Source: an optimization exercise on an open RTL-to-GDS flow (aim: small area, a short achievable clock period and few clock cycles). Production flows keep margins and buffers that such runs may drop. At most, simulation tests tie the RTL to the original design; equivalence was not proved. The RTL of runs 2 and 3 was laid out without a check of its function. No activity file was given, so power comes from the tool's default toggle rates.

`design/flow/config.mk`:
```
export PLATFORM = sky130hd
export DESIGN_NAME = rotor_byte_cipher
export DESIGN_NICKNAME = rotor_byte_cipher
export VERILOG_FILES = /design/flow/design.v
export SDC_FILE = /design/flow/constraint.sdc
export NUM_CORES = 4
export LEC_CHECK = 0
export ABC_AREA = 1
export CAP_MARGIN = 20
export CORE_MARGIN = 2
export CORE_UTILIZATION = 40
export CTS_CLUSTER_DIAMETER = 100
export CTS_CLUSTER_SIZE = 24
export PLACE_DENSITY = 0.6
export SETUP_SLACK_MARGIN = 3.7
export SLEW_MARGIN = 20
```
`design/flow/constraint.sdc`:
```
create_clock -name core_clock -period 6.0 [get_ports {clk}]
set_input_delay 1.2000 -clock core_clock [delete_from_list [all_inputs] [get_ports {clk}]]
set_output_delay 1.2000 -clock core_clock [all_outputs]
set_load 0.01 [all_outputs]
```
`design/flow/design.v`:
```
module rbc_swap_mem (
  input  logic       clk,
  input  logic       rst,
  input  logic       wr_en,
  input  logic [4:0] wr_addr,
  input  logic [4:0] wr_one,
  input  logic [4:0] wr_zero,
  input  logic [4:0] rd_addr_a,
  output logic [4:0] rd_data_a,
  input  logic [4:0] rd_addr_b,
  output logic [4:0] rd_data_b
);
  logic [4:0] mem [32];
  always_ff @(posedge clk) begin
    for (int e = 0; e < 32; e++) begin
      if (rst || (wr_en && wr_addr == 5'(e))) begin
        for (int b = 0; b < 5; b++) begin
          mem[e][b] <= e[b] ? wr_one[b] : wr_zero[b];
        end
      end
    end
  end
  assign rd_data_a = mem[rd_addr_a];
  assign rd_data_b = mem[rd_addr_b];
endmodule
module rotor_byte_cipher (
  input  logic        clk,
  input  logic        rst,
  input  logic        cfg_we,
  input  logic [1:0]  cfg_index,
  input  logic [59:0] cfg_data,
  input  logic        byte_valid,
  output logic        byte_ready,
  input  logic        restart,
  input  logic [7:0]  data_in,
  output logic        code_valid,
  input  logic        code_ready,
  output logic [7:0]  data_out
);
  logic [159:0] keys;
  logic [2:0]   key_zero;    
  logic [4:0] v0, v1, vsum;
  logic [2:0] t0, t1, tsum;
  logic       dirty;         
  logic       sweeping;      
  logic       wr_v, wr_last;
  logic [4:0] wr_addr;
  logic [4:0] wr_one, wr_zero;   
  logic       sweep_done;    
  logic [2:0] trk_found, trk_done;
  logic [2:0][2:0] trk_gap;   
  logic [2:0] gsum;           
  logic       s1_v, s1_wait, s1_alt;
  logic [4:0] s1_x, s1_xr, s1_kv;
  logic [2:0] s1_t, s1_dh;
  logic       s2_v;
  logic [4:0] s2_a;
  logic [2:0] s2_h;
  logic       o1_v;
  logic [7:0] o1_d;
  logic       rdy;
  logic       rst_q;         
  logic [4:0] key_v, key_w, key_0, key_31, vsum_w;
  logic [4:0] tab_a, tab_b;
  logic       accept, take, s2_move, s1_move, wr_go, sweep_step;
  logic       gc1, gc2, tc1, tc2;
  logic [2:0] gadd;
  logic [2:0] hit;
  logic [2:0][2:0] gap;       
  logic       s1_v_n, s1_wait_n, s2_v_n, o0_v_n, o1_v_n;
  assign byte_ready = rdy;
  assign accept     = byte_valid && rdy;
  assign take       = code_valid && code_ready;
  assign s2_move    = s2_v && (!o1_v || take);
  assign s1_move    = s1_v && !s1_wait && (!s2_v || s2_move);
  assign wr_go      = wr_v && (!s2_v || !o1_v);
  assign sweep_step = sweeping && (!wr_v || wr_go);
  always_ff @(posedge clk) begin
    if (cfg_we && cfg_index == 2'd0) keys[59:0]    <= cfg_data;
    if (cfg_we && cfg_index == 2'd1) keys[119:60]  <= cfg_data;
    if (cfg_we && cfg_index == 2'd2) keys[159:120] <= cfg_data[39:0];
  end
  function automatic logic part_zero(input logic [4:0] i, input logic [2:0] z);
    part_zero = (i < 5'd12) ? z[0] : ((i < 5'd24) ? z[1] : z[2]);
  endfunction
  assign vsum_w = ~vsum;
  assign key_v  = part_zero(vsum, key_zero)   ? 5'd0 : keys[vsum*5 +: 5];
  assign key_w  = part_zero(vsum_w, key_zero) ? 5'd0 : keys[vsum_w*5 +: 5];
  assign key_0  = key_zero[0] ? 5'd0 : keys[4:0];
  assign key_31 = key_zero[2] ? 5'd0 : keys[159:155];
  always_comb begin
    for (int k = 0; k < 3; k++) begin
      gap[k] = trk_done[k] ? trk_gap[k] : 3'd0;
      hit[k] = (wr_addr == 5'(k)) || (wr_addr == 5'(31 - k));
    end
    gadd = '0;
    for (int k = 0; k < 3; k++) begin
      if (hit[k] && trk_found[k] && !trk_done[k]) begin
        gadd = gadd | trk_gap[k];
      end
    end
  end
  assign gc1  = (gap[0] == 3'd7);
  assign gc2  = gc1 && (gap[1] == 3'd7);
  assign tc1  = (t0 == 3'd7);
  assign tc2  = tc1 && (t1 == 3'd7);
  assign s1_v_n    = accept || (s1_v && !s1_move);
  assign s1_wait_n = (accept && restart && dirty) || (s1_wait && !sweep_done);
  assign s2_v_n    = s1_move || (s2_v && !s2_move);
  assign o0_v_n    = take ? (o1_v || s2_move) : (code_valid || s2_move);
  assign o1_v_n    = take ? (o1_v && s2_move) : (o1_v || (code_valid && s2_move));
  rbc_swap_mem u_swap_mem (
    .clk       (clk),
    .rst       (rst_q),
    .wr_en     (wr_go),
    .wr_addr   (wr_addr),
    .wr_one    (wr_one),
    .wr_zero   (wr_zero),
    .rd_addr_a (data_in[4:0]),
    .rd_data_a (tab_a),
    .rd_addr_b (s2_a),
    .rd_data_b (tab_b)
  );
  always_ff @(posedge clk) begin
    rst_q <= rst;
  end
  always_ff @(posedge clk) begin
    if (rst) begin
      key_zero   <= '1;
      dirty      <= 1'b1;
      sweeping   <= 1'b0;
      wr_v       <= 1'b0;
      sweep_done <= 1'b0;
      s1_v       <= 1'b0;
      s1_wait    <= 1'b0;
      s2_v       <= 1'b0;
      code_valid <= 1'b0;
      o1_v       <= 1'b0;
      rdy        <= 1'b0;
      wr_one     <= '1;
      wr_zero    <= '0;
      v0         <= '0;
      v1         <= '0;
      vsum       <= '0;
      t0         <= '0;
      t1         <= '0;
      tsum       <= '0;
    end else begin
      if (take) begin
        if (o1_v) begin
          data_out <= o1_d;
          o1_v     <= s2_move;
          o1_d     <= {s2_h, tab_b};
        end else begin
          code_valid <= s2_move;
          data_out   <= {s2_h, tab_b};
        end
      end else if (s2_move) begin
        if (!code_valid) begin
          code_valid <= 1'b1;
          data_out   <= {s2_h, tab_b};
        end else begin
          o1_v <= 1'b1;
          o1_d <= {s2_h, tab_b};
        end
      end
      if (s1_move) begin
        s2_v <= 1'b1;
        s2_a <= (s1_alt ? s1_xr : s1_x) + s1_kv;
        s2_h <= s1_dh + s1_t;
      end else if (s2_move) begin
        s2_v <= 1'b0;
      end
      if (accept) begin
        s1_v   <= 1'b1;
        s1_x   <= tab_a;
        s1_dh  <= data_in[7:5];
        s1_alt <= 1'b0;
        if (restart) begin
          s1_kv <= key_0;
          v0    <= 5'd1;
          v1    <= 5'd0;
          vsum  <= 5'd1;
          if (dirty) begin
            s1_wait   <= 1'b1;
            s1_alt    <= 1'b1;
            s1_xr     <= data_in[4:0];
            sweeping  <= 1'b1;
            wr_v      <= 1'b1;
            wr_last   <= 1'b0;
            wr_addr   <= key_0;
            wr_one    <= key_31;
            wr_zero   <= key_31;
            trk_found <= '0;
            trk_done  <= '0;
            trk_gap   <= '0;
            gsum      <= '0;
          end else begin
            s1_t <= gsum;
            t0   <= gap[0] + 3'd1;
            t1   <= gap[1] + 3'(gc1);
            tsum <= gsum + 3'd1 + 3'(gc1) + 3'(gc2);
          end
        end else begin
          s1_kv <= key_v;
          s1_t  <= tsum;
          v0    <= v0 + 5'd1;
          v1    <= v1 + 5'(v0 == 5'd31);
          vsum  <= vsum + 5'd1 + 5'(v0 == 5'd31) + 5'(v0 == 5'd31 && v1 == 5'd31);
          t0    <= t0 + 3'd1;
          t1    <= t1 + 3'(tc1);
          tsum  <= tsum + 3'd1 + 3'(tc1) + 3'(tc2);
        end
      end else if (s1_move) begin
        s1_v <= 1'b0;
      end
      if (wr_go) begin
        wr_v <= 1'b0;
        gsum <= gsum + gadd;
        for (int k = 0; k < 3; k++) begin
          if (hit[k]) begin
            trk_found[k] <= 1'b1;
            if (!trk_found[k]) begin
              trk_gap[k] <= 3'd1;
            end else begin
              trk_done[k] <= 1'b1;
            end
          end else if (trk_found[k] && !trk_done[k]) begin
            trk_gap[k] <= trk_gap[k] + 3'd1;
          end
        end
      end
      if (sweep_step) begin
        wr_v    <= 1'b1;
        wr_addr <= key_v;
        wr_one  <= key_w;
        wr_zero <= key_w;
        wr_last <= (vsum == 5'd31);
        if (vsum == 5'd31) begin
          sweeping <= 1'b0;
          vsum     <= 5'd1;
        end else begin
          vsum     <= vsum + 5'd1;
        end
      end
      sweep_done <= wr_go && wr_last;
      if (wr_go && wr_last) begin
        s2_a <= s1_xr;
      end
      if (sweep_done) begin
        dirty   <= 1'b0;
        s1_wait <= 1'b0;
        s1_xr   <= tab_b;
        s1_t    <= gsum;
        t0      <= gap[0] + 3'd1;
        t1      <= gap[1] + 3'(gc1);
        tsum    <= gsum + 3'd1 + 3'(gc1) + 3'(gc2);
      end
      if (cfg_we && cfg_index != 2'd3) begin
        dirty <= 1'b1;
        key_zero[cfg_index] <= 1'b0;
      end
      rdy <= rst_q || (!(s1_v_n && s2_v_n && o0_v_n && o1_v_n) && !s1_wait_n);
    end
  end
endmodule
```
`design/flow/flow/run.sh`:
```
#!/bin/bash
# layout flow: the standard flow, with plain buffers on the ports (instead of
# the delay cells buffer_ports picks by default) and resizing not tied to footprints
bash standard.sh MATCH_CELL_FOOTPRINT=0 "BUFFER_PORTS_ARGS=-buffer_cell sky130_fd_sc_hd__buf_2" finish > standard.log 2>&1
```
`design/flow/standard.sh`:
```
#!/bin/bash
# synth_recipe.tcl (not shown) runs the flow's synth.tcl, then flattens the netlist and writes it again
# the make line also repeats each setting of config.mk as NAME=value (left out here)
make -C /OpenROAD-flow-scripts/flow DESIGN_CONFIG=/design/flow/config.mk WORK_HOME=/design/flow/orfs CLKGATE_MAP_FILE= SYNTH_SCRIPT=/design/flow/synth_recipe.tcl "${@:-finish}"
```
==> results of run 1 <==
==> final cells by class <==
class | count | area [um^2] | share of cell area (%)
Timing Repair Buffer | 165 | 1285 | 5.084
Clock buffer | 38 | 641.9 | 2.540
Sequential cell | 438 | 12690 | 50.20
Inverter | 336 | 1350 | 5.342
Clock inverter | 2 | 20.02 | 0.07921
Multi-Input combinational cell | 1600 | 8419 | 33.31
Tap cell | 696 | 870.8 | 3.446
==> power by group through the flow <==
stage               logic, mW  clock network [mW]  registers [mW]
finish                  0.871                1.71            3.60
global route            0.964                1.87            3.62
CTS                     0.816                1.76            3.60
detailed placement      0.746                   0            3.67
global placement        0.735                   0            3.67
floorplan               0.530                   0            3.61
==> kinds of logic after synthesis <==
group           after synthesis
simple gates               1152
flops                       438
buf+inv                     427
compound gates              397
fa+ha+maj                    34
xor+xnor                     12
mux                           4
==> cell usage in the layout, fill, tap and decap left out, types with 5 or more instances in the layout <==
cell / n
clkbuf_16: 28
o21ai_0: 117
inv_1: 300
a31oi_1: 7
nor2_1: 165
a21oi_1: 101
o211ai_1: 27
nor3_2: 6
nand3_1: 209
nand2_2: 24
buf_2: 83
ha_4: 5
dfxtp_2: 6
o21ai_2: 24
o2111ai_1: 10
edfxtp_1: 390
nand3_2: 16
ha_1: 21
nand2_4: 5
inv_2: 21
nor3_1: 9
nand4_1: 27
dfxtp_1: 40
buf_12: 6
nor3_4: 7
xnor2_1: 6
o22ai_1: 52
clkbuf_1: 14
o21ai_1: 26
xor2_1: 5
nor2_4: 25
nor2_2: 26
nand2_1: 626
clkinvlp_4: 7
buf_4: 63
==> flip-flops by register name, indices dropped and copies added, names as in the netlist, 5 cells and up <==
name	count
wr_addr	5
s1_kv	5
o1_d	8
s1_xr	5
v0	5
data_out	8
vsum	5
s1_x	5
u_swap_mem.mem	160
v1	5
s2_a	5
wr_zero	5
keys	160
trk_gap	9
wr_one	5
==> timing repair <==
action / CTS / global route
cloned: 3 / 3
endpoints found under the setup margin: 329 / 148
setup buffers: 36 / 27
resized for setup: 154 / 109
pin swaps: 20 / 33
==> Yosys cell counts, drive strengths merged, types with 2 or more instances <==
library cell / count / share of area [%]
nor2: 215 / 3.8
o221ai: 3 / 0.12
nand2: 656 / 11
mux2i: 4 / 0.18
nand3: 226 / 5.1
nand4: 27 / 0.77
ha: 28 / 1.6
nor3: 22 / 0.59
nor4: 3 / 0.085
fa: 6 / 0.55
o21ai: 171 / 3.9
a21oi: 105 / 2.4
o22ai: 52 / 1.5
o32ai: 3 / 0.12
a221oi: 3 / 0.12
clkbuf: 45 / 0.77
nand3b: 2 / 0.068
a31oi: 9 / 0.26
edfxtp: 390 / 53
inv: 332 / 5.7
o31ai: 2 / 0.068
a32o: 3 / 0.14
o211ai: 27 / 0.92
xor2: 6 / 0.24
o2111ai: 10 / 0.40
a22oi: 4 / 0.14
buf: 46 / 1.2
xnor2: 6 / 0.24
clkinv: 4 / 0.068
dfxtp: 48 / 4.4
==> worst paths after layout <==
| check | cells after the start | to | slack (ns) | from |
|---|---|---|---|---|
| worst max register to register | 11 | tsum[1] | 3.65 | trk_gap[1] |
| worst min-delay path | 1 | v0[3] | 0.46 | v0[3] |
| worst max-delay path | 11 | tsum[1] | 3.65 | trk_gap[1] |
| worst min register to register | 1 | v0[3] | 0.46 | v0[3] |
==> routing by layer <==
layer  vias up  wire, um  GRT usage [%]
met2       645     31910          39.03
met4         0      2445          7.557
met3       136      3462          2.494
li1       8515         -              -
met5         -         0              0
met1      8504     27080          28.87
==> per-stage QoR <==
step	hold slack (ns)	total power, mW	area (um^2)
after detailed placement	0.4484	4.417	23120
after global placement	0.4421	4.403	23120
final	0.4595	6.185	25270
after global routing	0.4864	6.448	25270
after floorplan	0.4268	4.143	22150
after CTS	0.4682	6.182	24600
==> summary.txt, run 1 <==
Cells and area
  – Final cell count without fillers: roughly 3,300
  – Layout area overhead: 14.82%
  – NumNets Final: roughly 2,700
  – # fillers: just over 5,000
  – Finished Core Util: between 40% and 50%
  – Ant. Diodes: 0
  – Layout cell share with drive strength beyond 1: roughly 15%

Setup path
  – Crit path capture type: flip-flop
  – CP bufs+invs: 2
  – Critical-path maximum fanout: 4
  – Top delay family on crit path: adder cells
  – Crit path cell chain: nand2_1, inv_1, ha_2, ha_4, nand2_1, ha_1, inv_1, ha_1, fa_2, nor2_1, o32ai_2
  – Critical path class: flip-flop to flip-flop
  – CP Launch Type: flip-flop
  – Slowest stage cell, crit path: fa_2
  – CP arrival: ~2.8 ns
  – Required time of the worst setup path: 6.48 ns
  – Max incr delay on CP: ~0.52 ns

STA
  – Worst rel slew slack: 32.17%
  – Setup TNS: 0 ns
  – Final Hold Vio Count: 0
  – Skew final: approximately 0.025 ns
  – # setup viols final: 0
  – Fmax: about 0.43 GHz
  – RSZ-0062 raised after global routing: yes
  – Min Tclk post-route: ~2.3 ns
  – Final Slew Violations: 0
  – Crit share post-route: slightly below 40%
  – Final WS setup: around 3.7 ns
  – Slew @ Worst Pin: around 1 ns

Yosys
  – Synth Cell Area: approximately 0.022 mm^2
  – Post-synth ARST share: 0%
  – Synth Area in Adders: 2.137%
  – Post-Synth Simple-Gate Area: 21.70%
  – Syn Nets: around 2,600
  – Multiplexer area fraction after synthesis: 0.1819%
  – Synthesized flop and latch total: 438
  – Largest family of logic cells by synthesized area: simple AND/OR/NAND/NOR gates
  – Main synth FF type: edfxtp_1
  – Post-synthesis compound-gate area fraction: 10.27%
  – Avg Synthesized Cell Area: 8.934 um^2
  – Post-synth EDFFs: between 300 and 400
  – Register area share after synthesis: a little under three fifths
  – Yosys warns: 3
  – Synth cell types: 47
  – Synth Area in XOR/XNOR: less than 1%
  – Mapped Cells: ~2,500

Die
  – Ports: 86
  – Die Y: around 240 um
  – FP Rows: 85
  – Die area: between 0.05 and 0.06 mm^2
  – Die width: 238.6 um
  – Core Region: 0.05413 mm^2
  – Initial Util: between 40% and 50%

Clock network
  – CTS Buf Count: 22
  – CTS sink cnt: roughly 440
  – Clk slew on worst S/H paths: ~0.10 ns
  – TritonCTS clock tree: yes
  – Worst skew pair latency: roughly 0.58 ns
  – Worst-case clock buffer depth: 3
  – H-tree depth: 1
  – Hold_buf cts: 0
  – Root buf cell: clkbuf_16

Place
  – DP Wirelength: around 45 mm
  – Cell Count Post-Placement: 3,166
  – IO Port Bufs: between 80 and 90
  – Gpl congestion: between 1 and 1.5
  – Dpl ws: approximately 2.0 ns

Power
  – P per Cell Area: around 240 mW/mm^2
  – Switch Pwr: 1.672 mW
  – Comb power frac: 14.1%
  – Pint: roughly 4.5 mW
  – Static Leak: ~10 nW
  – Sw Share: a little over a quarter
  – Seq pwr share: roughly 58%
  – Peak supply drop: 307.7 uV
  – Clk pwr share: between 20% and 30%

Route
  – Iter 0 DRT Violations: between 1,500 and 2,000
  – Vias/cell: between 5 and 6
  – Vias post-DR: 17,800
  – WL per Instance: roughly 20 um
  – Post-route DRC: 0
  – TritonRoute pass-1 iters: 6
  – Remaining antenna violation count after routing: 0
  – WL final: 64.90 mm

GRT
  – Total GRT Usage: 22.35%
  – GR Overflow Total: 0
  – Antenna violations before repair: 0
  – Largest net degree at the start of global routing: 68
  – First-pass GRT wire length: around 100 mm
  – Vias in the first global route: roughly 17,000

Status
  – Outcome: finished clean

Hold path
  – Worst hold path type: flip-flop to flip-flop

Flow run
  – Max Cap Viol: 0
Testbench counts, summed over its fixed seeds: cycles 12,417.
==> run 2: changes to the inputs <==
--- a/design/flow/design.v
+++ b/design/flow/design.v
@@ -2,20 +2,23 @@
   input  logic       clk,
   input  logic       rst,
   input  logic       wr_en,
-  input  logic [4:0] wr_addr,
-  input  logic [4:0] wr_one,
-  input  logic [4:0] wr_zero,
+  input  logic [3:0] wr_sel_lo,
+  input  logic [7:0] wr_sel_hi,
+  input  logic [4:0] wr_data,
   input  logic [4:0] rd_addr_a,
   output logic [4:0] rd_data_a,
   input  logic [4:0] rd_addr_b,
   output logic [4:0] rd_data_b
 );
   logic [4:0] mem [32];
+  logic [4:0] d_one, d_zero;
+  assign d_one  = wr_data | {5{rst}};
+  assign d_zero = wr_data & ~{5{rst}};
   always_ff @(posedge clk) begin
     for (int e = 0; e < 32; e++) begin
-      if (rst || (wr_en && wr_addr == 5'(e))) begin
+      if (rst || (wr_en && wr_sel_lo[e % 4] && wr_sel_hi[e / 4])) begin
         for (int b = 0; b < 5; b++) begin
-          mem[e][b] <= e[b] ? wr_one[b] : wr_zero[b];
+          mem[e][b] <= e[b] ? d_one[b] : d_zero[b];
         end
       end
     end
@@ -44,8 +47,9 @@
   logic       dirty;         
   logic       sweeping;      
   logic       wr_v, wr_last;
-  logic [4:0] wr_addr;
-  logic [4:0] wr_one, wr_zero;   
+  logic [4:0] wr_data;
+  logic [3:0] wr_lo;         
+  logic [7:0] wr_hi;         
   logic       sweep_done;    
   logic [2:0] trk_found, trk_done;
   logic [2:0][2:0] trk_gap;   
@@ -59,7 +63,6 @@
   logic       o1_v;
   logic [7:0] o1_d;
   logic       rdy;
-  logic       rst_q;         
   logic [4:0] key_v, key_w, key_0, key_31, vsum_w;
   logic [4:0] tab_a, tab_b;
   logic       accept, take, s2_move, s1_move, wr_go, sweep_step;
@@ -80,6 +83,12 @@
     if (cfg_we && cfg_index == 2'd1) keys[119:60]  <= cfg_data;
     if (cfg_we && cfg_index == 2'd2) keys[159:120] <= cfg_data[39:0];
   end
+  function automatic logic [3:0] onehot_lo(input logic [4:0] a);
+    onehot_lo = 4'b0001 << a[1:0];
+  endfunction
+  function automatic logic [7:0] onehot_hi(input logic [4:0] a);
+    onehot_hi = 8'b0000_0001 << a[4:2];
+  endfunction
   function automatic logic part_zero(input logic [4:0] i, input logic [2:0] z);
     part_zero = (i < 5'd12) ? z[0] : ((i < 5'd24) ? z[1] : z[2]);
   endfunction
@@ -91,8 +100,10 @@
   always_comb begin
     for (int k = 0; k < 3; k++) begin
       gap[k] = trk_done[k] ? trk_gap[k] : 3'd0;
-      hit[k] = (wr_addr == 5'(k)) || (wr_addr == 5'(31 - k));
-    end
+    end
+    hit[0] = (wr_lo[0] && wr_hi[0]) || (wr_lo[3] && wr_hi[7]);
+    hit[1] = (wr_lo[1] && wr_hi[0]) || (wr_lo[2] && wr_hi[7]);
+    hit[2] = (wr_lo[2] && wr_hi[0]) || (wr_lo[1] && wr_hi[7]);
     gadd = '0;
     for (int k = 0; k < 3; k++) begin
       if (hit[k] && trk_found[k] && !trk_done[k]) begin
@@ -111,19 +122,16 @@
   assign o1_v_n    = take ? (o1_v && s2_move) : (o1_v || (code_valid && s2_move));
   rbc_swap_mem u_swap_mem (
     .clk       (clk),
-    .rst       (rst_q),
+    .rst       (rst),
     .wr_en     (wr_go),
-    .wr_addr   (wr_addr),
-    .wr_one    (wr_one),
-    .wr_zero   (wr_zero),
+    .wr_sel_lo (wr_lo),
+    .wr_sel_hi (wr_hi),
+    .wr_data   (wr_data),
     .rd_addr_a (data_in[4:0]),
     .rd_data_a (tab_a),
     .rd_addr_b (s2_a),
     .rd_data_b (tab_b)
   );
-  always_ff @(posedge clk) begin
-    rst_q <= rst;
-  end
   always_ff @(posedge clk) begin
     if (rst) begin
       key_zero   <= '1;
@@ -136,9 +144,7 @@
       s2_v       <= 1'b0;
       code_valid <= 1'b0;
       o1_v       <= 1'b0;
-      rdy        <= 1'b0;
-      wr_one     <= '1;
-      wr_zero    <= '0;
+      rdy        <= 1'b1;
       v0         <= '0;
       v1         <= '0;
       vsum       <= '0;
@@ -188,9 +194,9 @@
             sweeping  <= 1'b1;
             wr_v      <= 1'b1;
             wr_last   <= 1'b0;
-            wr_addr   <= key_0;
-            wr_one    <= key_31;
-            wr_zero   <= key_31;
+            wr_lo     <= onehot_lo(key_0);
+            wr_hi     <= onehot_hi(key_0);
+            wr_data   <= key_31;
             trk_found <= '0;
             trk_done  <= '0;
             trk_gap   <= '0;
@@ -232,9 +238,9 @@
       end
       if (sweep_step) begin
         wr_v    <= 1'b1;
-        wr_addr <= key_v;
-        wr_one  <= key_w;
-        wr_zero <= key_w;
+        wr_lo   <= onehot_lo(key_v);
+        wr_hi   <= onehot_hi(key_v);
+        wr_data <= key_w;
         wr_last <= (vsum == 5'd31);
         if (vsum == 5'd31) begin
           sweeping <= 1'b0;
@@ -260,7 +266,7 @@
         dirty <= 1'b1;
         key_zero[cfg_index] <= 1'b0;
       end
-      rdy <= rst_q || (!(s1_v_n && s2_v_n && o0_v_n && o1_v_n) && !s1_wait_n);
+      rdy <= !(s1_v_n && s2_v_n && o0_v_n && o1_v_n) && !s1_wait_n;
     end
   end
 endmodule
==> design/flow/run.sh (new file) <==
#!/bin/bash
# synth_recipe.tcl (not shown) runs the flow's synth.tcl, then flattens the netlist and writes it again
# the make line also repeats each setting of config.mk as NAME=value (left out here)
make -C /OpenROAD-flow-scripts/flow DESIGN_CONFIG=/design/flow/config.mk WORK_HOME=/design/flow/orfs CLKGATE_MAP_FILE= SYNTH_SCRIPT=/design/flow/synth_recipe.tcl finish
--- a/design/flow/config.mk
+++ b/design/flow/config.mk
@@ -9,8 +9,6 @@
 export CAP_MARGIN = 20
 export CORE_MARGIN = 2
 export CORE_UTILIZATION = 40
-export CTS_CLUSTER_DIAMETER = 100
-export CTS_CLUSTER_SIZE = 24
 export PLACE_DENSITY = 0.6
-export SETUP_SLACK_MARGIN = 3.7
+export SETUP_SLACK_MARGIN = 3.6
 export SLEW_MARGIN = 20
removed: design/flow/flow/run.sh
removed: design/flow/standard.sh
==> run 2 against run 1 <==
Net effect:
- still clean on timing, DRC and antenna
- clock power grew 75%
- die area grew 0.20%
- clock skew grew 0.024 ns
- power grew 26%
- critical path depth is the same
- count of clock-buffer cells in the layout grew 25
- fmax shrank 4.1%
- sequential share of layout area shrank 2.2 points
- worst hold slack lost 0.0065 ns
- register-to-register slack lost 0.10 ns
- critical path type unchanged
- largest cell class unchanged
- highest routed layer unchanged
==> summary.txt, run 2 <==
Setup path
  – CP Launch Type: flip-flop (unchanged)
  – CP dominant cell by count: nand2_1
  – Required time of the worst setup path: 6.44 ns (was 6.48 ns)
  – Crit path capture type: flip-flop (unchanged)
  – Crit. path cell count: 11 (unchanged)
  – CP arrival: 2.88 ns (was 2.83 ns)
  – Top delay family on crit path: simple AND/OR/NAND/NOR gates (was adder cells)
  – Critical-path maximum fanout: 5 (was 4)
  – Critical path class: flip-flop to flip-flop (unchanged)
  – CP bufs+invs: 1 (was 2)
  – Crit path cell chain: inv_1, nand2_1, nor2_1, nand2_1, o21ai_0, nor2_1, nand2_1, nor2_1, nand2_1, nand2_2, o21ai_0 (was nand2_1, inv_1, ha_2, ha_4, nand2_1, ha_1, inv_1, ha_1, fa_2, nor2_1, o32ai_2)
  – Max incr delay on CP: 0.50 ns (was 0.52 ns)
  – Slowest stage cell, crit path: edfxtp_1 (was fa_2)
  – Cells on worst reg2reg path: 11 (unchanged)

Yosys
  – Synth cell count leaders: nand2_1 (604), edfxtp_1 (402), inv_1 (305) (was nand2_1 (655), edfxtp_1 (390), inv_1 (325))
  – Synthesized flop and latch total: 439 (was 438)
  – Avg Synthesized Cell Area: 9.118 um^2 (was 8.934 um^2)
  – Post-synth EDFFs: 402 (was 390)
  – Synth Cell Area: 0.02206 mm^2 (was 0.02201 mm^2)
  – Syn Nets: 2,529 (was 2,574)
  – Cell taking the most area after synthesis: edfxtp_1 (unchanged)
  – Register area share after synthesis: 58.09% (was 57.57%)
  – Main synth FF type: edfxtp_1 (unchanged)
  – Synth cell types: 45 (was 47)
  – Post-synth ARST share: 0% (unchanged)
  – Yosys warns: 3 (unchanged)
  – Yosys top cell area share: 54.73% (was 53.20%)
  – Most common cell in the netlist: nand2_1 (unchanged)
  – Largest cells by area after synthesis: edfxtp_1 (55%), nand2_1 (10%), inv_1 (5.2%), o21ai_0 (5.2%), nand3_1 (4.1%) (was edfxtp_1 (53%), nand2_1 (11%), inv_1 (5.5%), nand3_1 (5.1%), dfxtp_1 (4.4%))
  – Mapped Cells: 2,419 (was 2,464)

Power
  – Seq pwr share: 47.1% (was 58.2%)
  – Sw Share: 27.84% (was 27.03%)
  – Pint: 5.622 mW (was 4.513 mW)
  – Switch Pwr: 2.169 mW (was 1.672 mW)
  – P per Cell Area: 291.5 mW/mm^2 (was 244.7 mW/mm^2)
  – Comb power frac: 14.4% (was 14.1%)
  – Clk pwr share: 38.5% (was 27.7%)
  – Peak supply drop: 219.5 uV (was 307.7 uV)
  – Static Leak: 10.63 nW (was 10.21 nW)

Die
  – Initial Util: 40.27% (was 40.66%)
  – Core Region: 0.05477 mm^2 (was 0.05413 mm^2)
  – Die Y: 238.8 um (was 238.6 um)
  – Ports: 86 (unchanged)
  – Die area: 0.05704 mm^2 (was 0.05692 mm^2)
  – Die width: 238.8 um (was 238.6 um)
  – FP Rows: 86 (was 85)

Cells and area
  – Commonest cells after routing, fill and taps aside: nand2_1 (570), edfxtp_1 (402), inv_1 (290) (was nand2_1 (626), edfxtp_1 (390), inv_1 (300))
  – Post-Layout Inst Area: 0.02673 mm^2 (was 0.02527 mm^2)
  – Layout area overhead: 21.18% (was 14.82%)
  – Layout cell share with drive strength beyond 1: 14.30% (was 15.24%)
  – # fillers: 5,085 (was 5,105)
  – NumNets Final: 2,658 (was 2,673)
  – Ant. Diodes: 0 (unchanged)
  – Top Registers: keys x160, u_swap_mem.mem x160, trk_gap x9 (unchanged)
  – Finished Core Util: 48.80% (was 46.69%)
  – Commonest non-fill, non-tap cell in the layout: nand2_1 (unchanged)

GRT
  – Antenna violations before repair: 0 (unchanged)
  – GR Overflow Total: 0 (unchanged)
  – First-pass GRT wire length: 106.8 mm (was 98.24 mm)
  – Vias in the first global route: 17,616 (was 17,102)
  – Largest net degree at the start of global routing: 115 (was 68)
  – Total GRT Usage: 25.01% (was 22.35%)

Clock network
  – Worst skew pair latency: 0.64 ns (was 0.58 ns)
  – Root buf cell: clkbuf_16 (unchanged)
  – CTS sink cnt: 439 (was 438)
  – Clk slew on worst S/H paths: 0.05 ns (was 0.10 ns)
  – Hold_buf cts: 0 (unchanged)
  – Worst-case clock buffer depth: 3 (unchanged)
  – H-tree depth: 2 (was 1)
  – TritonCTS clock tree: yes (unchanged)
  – CTS Buf Count: 50 (was 22)

Place
  – Gpl congestion: 1.041 (was 1.002)
  – IO Port Bufs: 85 (unchanged)
  – Dpl cell area: 0.02362 mm^2 (was 0.02312 mm^2)
  – Dpl ws: 1.942 ns (was 2.039 ns)
  – DP Wirelength: 50.48 mm (was 45.40 mm)

STA
  – Final WS setup: 3.553 ns (was 3.654 ns)
  – Crit share post-route: 40.78% (was 39.11%)
  – Fmax: 0.4087 GHz (was 0.4262 GHz)
  – Slew @ Worst Pin: 0.9083 ns (was 1.016 ns)
  – Min Hold Slack: 0.4530 ns (was 0.4595 ns)
  – Worst rel slew slack: 39.38% (was 32.17%)
  – RSZ-0062 raised after global routing: yes (unchanged)
  – Final Slew Violations: 0 (unchanged)
  – # setup viols final: 0 (unchanged)
  – Min Tclk post-route: 2.447 ns (was 2.346 ns)
  – Setup TNS: 0 ns (unchanged)
  – Skew final: 0.04903 ns (was 0.02525 ns)
  – Final Hold Vio Count: 0 (unchanged)

Route
  – WL per Instance: 22.16 um (was 19.82 um)
  – Vias post-DR: 18,264 (was 17,800)
  – WL final: 72.96 mm (was 64.90 mm)
  – Vias/cell: 5.548 (was 5.435)
  – Remaining antenna violation count after routing: 0 (unchanged)
  – TritonRoute pass-1 iters: 6 (unchanged)
  – Iter 0 DRT Violations: 1,851 (was 1,677)
  – Post-route DRC: 0 (unchanged)

Status
  – Outcome: finished clean (unchanged)

Flow run
  – Max Cap Viol: 0 (unchanged)

Hold path
  – Worst hold path type: flip-flop to flip-flop (unchanged)
  – Hold Path Cell Cnt: 0 (was 1)
[run 2: layout make-up]
cell class / count / area (um^2) / area share, %
well taps: 704 / 880.8 / 3.296
repair buffers: 167 / 1680 / 6.287
clock inverters: 29 / 285.3 / 1.067
inverters: 314 / 1292 / 4.836
clock buffers: 63 / 1320 / 4.939
multi-input cells: 1575 / 8431 / 31.54
flip-flops and latches: 439 / 12830 / 47.99
repair inverters: 1 / 11.26 / 0.04213
[run 2: cells by family after synthesis]
logic type | synth area share, %
adders and majority gates | 2.133
AOI/OAI and AO/OA | 12.26
buffers and inverters | 7.329
DFF | 58.09
muxes | 0.05105
xor gates and xnor gates | 0.4765
and+or+nand+nor | 19.66
[run 2: what timing repair did]
item                                    CTS  global route
cloned                                    3             3
gates resized for setup                 220           113
buffers inserted                         26            39
endpoints found under the setup margin  563           255
pin swaps                                15            23
endpoints found under the hold margin     0             0
[run 2: power groups by stage]
| stage | clock network (mW) | registers, mW | logic (mW) |
|---|---|---|---|
| after floorplan | 0 | 3.67 | 0.635 |
| after global placement | 0 | 3.75 | 0.912 |
| after detailed placement | 0 | 3.75 | 0.929 |
| after CTS | 3.05 | 3.67 | 1.03 |
| after global routing | 3.16 | 3.68 | 1.22 |
| final | 3.00 | 3.67 | 1.12 |
[run 2: worst register-to-register path, cell delays in order, from the launching register on]
cell and delay (ns):
edfxtp_1 0.50, inv_1 0.17, nand2_1 0.08, nor2_1 0.27, nand2_1 0.22, o21ai_0 0.42, nor2_1 0.11, nand2_1 0.09
nor2_1 0.05, nand2_1 0.09, nand2_2 0.10, o21ai_0 0.17
[run 2: routing by layer]
| layer | up-vias | wire, um | GRT usage (%) |
|---|---|---|---|
| met2 | 759 | 35280 | 42.67 |
| li1 | 8542 | - | - |
| met1 | 8783 | 29960 | 32.06 |
| met3 | 180 | 4147 | 2.783 |
| met5 | - | 0 | 0 |
| met4 | 0 | 3568 | 11.27 |
[run 2: final timing paths]
path,end,startpoint,slack [ns]
max,s1_xr[2],s2_a[0],3.55
min,o1_d[6],s2_h[1],0.45
max reg2reg,s1_xr[2],s2_a[0],3.55
min reg2reg,o1_d[6],s2_h[1],0.45
[run 2: through the flow]
stage / instances / power (mW)
after floorplan: 2419 / 4.305
after global placement: 3129 / 4.658
after detailed placement: 3129 / 4.677
after CTS: 3250 / 7.747
after global routing: 3292 / 8.068
final: 3292 / 7.792
==> run 3: changes to the inputs <==
==> design/flow/flow/run.sh (new file) <==
#!/bin/bash
# layout flow: the standard flow, with plain buffers on the ports (instead of
# the delay cells buffer_ports picks by default) and resizing not tied to footprints
bash standard.sh MATCH_CELL_FOOTPRINT=0 "BUFFER_PORTS_ARGS=-buffer_cell sky130_fd_sc_hd__buf_2" finish > standard.log 2>&1
==> design/flow/standard.sh (new file) <==
#!/bin/bash
# synth_recipe.tcl (not shown) runs the flow's synth.tcl, then flattens the netlist and writes it again
# the make line also repeats each setting of config.mk as NAME=value (left out here)
make -C /OpenROAD-flow-scripts/flow DESIGN_CONFIG=/design/flow/config.mk WORK_HOME=/design/flow/orfs CLKGATE_MAP_FILE= SYNTH_SCRIPT=/design/flow/synth_recipe.tcl "${@:-finish}"
removed: design/flow/run.sh
==> run 3 against run 2 <==
Net effect:
- power rose by 1.0%
- synthesized cell count did not move
- global-route usage barely moved
- via count fell by 1.4%
- first-iteration DRC count fell by 8.1%
- cell count fell by 0.79%
==> summary.txt, run 3 <==
Status
  – Outcome: finished clean (unchanged)

Flow run
  – Max Cap Viol: 0 (unchanged)

Die
  – Die width: 238.8 um (unchanged)
  – Die area: 0.05704 mm^2 (unchanged)
  – Ports: 86 (unchanged)
  – Core Region: 0.05477 mm^2 (unchanged)
  – FP Rows: 86 (unchanged)
  – Initial Util: 40.27% (unchanged)
  – Die Y: 238.8 um (unchanged)

GRT
  – Met1 Track Usage GR: 32.29% (was 32.06%)
  – Met2 Use GR: 42.50% (was 42.67%)
  – Total GRT Usage: 25.00% (was 25.01%)
  – GR Overflow Total: 0 (unchanged)
  – Met3 Usage GRT: 3.152% (was 2.783%)
  – Vias in the first global route: 17,376 (was 17,616)
  – Antenna violations before repair: 1 (was 0)
  – First-pass GRT wire length: 106.7 mm (was 106.8 mm)
  – Largest net degree at the start of global routing: 118 (was 115)
  – Global route hottest layer: met2 (unchanged)

Yosys
  – Most common cell in the netlist: nand2_1 (unchanged)
  – Post-synth EDFFs: 402 (unchanged)
  – Synth Cell Area: 0.02206 mm^2 (unchanged)
  – Post-synth ARST share: 0% (unchanged)
  – Yosys warns: 3 (unchanged)
  – Synthesized flop and latch total: 439 (unchanged)
  – Register area share after synthesis: 58.09% (unchanged)
  – Cell taking the most area after synthesis: edfxtp_1 (unchanged)
  – Mapped Cells: 2,419 (unchanged)
  – Avg Synthesized Cell Area: 9.118 um^2 (unchanged)
  – Synth cell count leaders: nand2_1 (604), edfxtp_1 (402), inv_1 (305) (unchanged)
  – Yosys top cell area share: 54.73% (unchanged)
  – Main synth FF type: edfxtp_1 (unchanged)
  – Largest cells by area after synthesis: edfxtp_1 (55%), nand2_1 (10%), inv_1 (5.2%), o21ai_0 (5.2%), nand3_1 (4.1%) (unchanged)
  – Syn Nets: 2,529 (unchanged)
  – Synth cell types: 45 (unchanged)

Clock network
  – Worst skew pair latency: 0.61 ns (was 0.64 ns)
  – H-tree depth: 2 (unchanged)
  – Root buf cell: clkbuf_16 (unchanged)
  – Worst-case clock buffer depth: 3 (unchanged)
  – Clk slew on worst S/H paths: 0.06 ns (was 0.05 ns)
  – CTS Buf Count: 49 (was 50)
  – CTS sink cnt: 439 (unchanged)
  – TritonCTS clock tree: yes (unchanged)

Cells and area
  – Commonest cells after routing, fill and taps aside: nand2_1 (573), edfxtp_1 (402), inv_1 (287) (was nand2_1 (570), edfxtp_1 (402), inv_1 (290))
  – Commonest non-fill, non-tap cell in the layout: nand2_1 (unchanged)
  – NumNets Final: 2,633 (was 2,658)
  – # fillers: 5,158 (was 5,085)
  – Finished Core Util: 47.69% (was 48.80%)
  – Top Registers: keys x160, u_swap_mem.mem x160, trk_gap x9 (unchanged)
  – Layout area overhead: 18.41% (was 21.18%)
  – Layout cell share with drive strength beyond 1: 16.20% (was 14.30%)

Setup path
  – Slowest stage cell, crit path: nor3_2 (was edfxtp_1)
  – Max incr delay on CP: 0.31 ns (was 0.50 ns)
  – Critical path class: primary input to flip-flop (was flip-flop to flip-flop)
  – CP arrival: 2.77 ns (was 2.88 ns)
  – Reg-to-Reg Start: s2_a[0] (unchanged)
  – Required time of the worst setup path: 6.35 ns (was 6.44 ns)
  – Crit path cell chain: buf_2, nand2_1, inv_1, nand3_1, o22ai_1, nor2_1, nand4_1, nor3_2, nand3_1 (was inv_1, nand2_1, nor2_1, nand2_1, o21ai_0, nor2_1, nand2_1, nor2_1, nand2_1, nand2_2, o21ai_0)
  – Crit path capture type: flip-flop (unchanged)
  – Worst Setup SP: data_in[1] (was s2_a[0])
  – CP Launch Type: primary input (was flip-flop)
  – Critical-path maximum fanout: 5 (unchanged)
  – CP dominant cell by count: nand3_1 (was nand2_1)

STA
  – Final Hold Vio Count: 0 (unchanged)
  – Skew final: 0.02820 ns (was 0.04903 ns)
  – Min Tclk post-route: 2.415 ns (was 2.447 ns)
  – Crit share post-route: 40.25% (was 40.78%)
  – Slew @ Worst Pin: 1.140 ns (was 0.9083 ns)
  – Final Slew Violations: 0 (unchanged)
  – # setup viols final: 0 (unchanged)
  – Worst rel slew slack: 23.92% (was 39.38%)
  – Fmax: 0.4141 GHz (was 0.4087 GHz)
  – RSZ-0062 raised after global routing: yes (unchanged)
  – Setup TNS: 0 ns (unchanged)

Hold path
  – HP Start: s2_h[1] (unchanged)
  – Worst hold path type: flip-flop to flip-flop (unchanged)

Route
  – WL per Instance: 21.92 um (was 22.16 um)
  – WL final: 71.60 mm (was 72.96 mm)
  – Post-route DRC: 0 (unchanged)
  – TritonRoute pass-1 iters: 5 (was 6)
  – Vias post-DR: 18,004 (was 18,264)
  – Iter 0 DRT Violations: 1,701 (was 1,851)
  – Remaining antenna violation count after routing: 0 (unchanged)
  – Vias/cell: 5.513 (was 5.548)

Power
  – Peak supply drop: 246.9 uV (was 219.5 uV)
  – P per Cell Area: 301.4 mW/mm^2 (was 291.5 mW/mm^2)
  – Static Leak: 10.45 nW (was 10.63 nW)

Place
  – IO Port Bufs: 85 (unchanged)
  – DP Wirelength: 51.12 mm (was 50.48 mm)
  – Gpl congestion: 1.024 (was 1.041)
-- run 3: logic make-up after synthesis --
family	Yosys count	share of synthesized area [%]
flops	439	58.09
buf+inv	407	7.329
compound gates	475	12.26
xor+xnor	12	0.4765
fa+ha+maj	34	2.133
mux	1	0.05105
simple gates	1051	19.66
-- run 3: cell type report --
type,instances,area [um^2],share of cell area (%)
Timing Repair inverter,1,5.005,0.01916
Clock buffer,62,1295,4.958
Antenna cell,1,2.502,0.009581
Clock inverter,27,369.1,1.413
Tap cell,704,880.8,3.373
Sequential cell,439,12820,49.10
Timing Repair Buffer,143,1049,4.015
Multi-Input combinational cell,1575,8399,32.16
Inverter,314,1294,4.954
-- run 3: where the power goes --
| group | total, mW | switching (mW) | internal (mW) |
|---|---|---|---|
| Clock | 3.15 | 1.27 | 1.88 |
| Combinational | 1.06 | 0.739 | 0.322 |
| Sequential | 3.66 | 0.113 | 3.55 |
-- run 3: worst paths after layout --
| path | to | slack, ns | depth (start not counted) |
|---|---|---|---|
| setup reg to reg | s1_xr[3] | 3.63 | 12 |
| setup / recovery | s1_x[0] | 3.59 | 9 |
| hold reg to reg | o1_d[6] | 0.46 | 0 |
| hold / removal | o1_d[6] | 0.46 | 0 |
-- run 3: through the flow --
step,worst slack [ns],power [mW],instances,area [um^2],hold WS [ns]
floorplan,3.384,4.304,2419,22220,0.4222
global placement,2.149,4.623,3127,23180,0.4386
detailed placement,2.163,4.644,3127,23190,0.4438
CTS,3.517,7.861,3240,25450,0.4587
global route,3.475,8.170,3265,26120,0.4653
finish,3.585,7.872,3266,26120,0.4562
-- run 3: critical path, delay by kind of cell --
kind            cells  cell delay (ns)
compound gates      1             0.10
buf+inv             2             0.39
simple gates        6             1.08
-- run 3: metal layers --
metal,share of wire [%],vias up
met3,5.7,159
met2,48,665
met4,4.6,0
met5,0,-
met1,42,8697
li1,-,8483
-- run 3: repair_timing --
item | CTS | global route
hold buffers | 0 | 0
endpoints found under the setup margin | 390 | 312
pin swaps | 15 | 23
setup buffers | 21 | 24
resized for setup | 150 | 113
gates cloned | 3 | 1

[what the ideal ports hide]
The results above use ideal ports. As a check the final layouts listed here were re-extracted and re-timed, cells and wires unchanged. Step 1: set_driving_cell puts a clkbuf_16 on clk and a buf_2 on each other input, an assumption about the parent block. Step 2 moves the port delays by t, midway between the first and last clock arrival at a register: inputs arrive t later, outputs are due t later. That takes back most of the time a late clock gives input paths. a / b / c = ideal / step 1 / step 2; a / b = the first two.
run | t (ns) | setup slack, ns | worst data-port slew with drivers (ns)
run 1 | 0.627 | 3.654 / 3.654 / 3.090 | 0.17
run 2 | 0.670 | 3.553 / 3.553 / 2.975 | 0.05
run 3 | 0.658 | 3.585 / 3.607 / 2.965 | 0.08
After both steps every run listed still meets setup and hold. For run 3, which loses most, drivers alone change the setup slack by +0.022 ns; drivers and shift together by -0.620 ns.
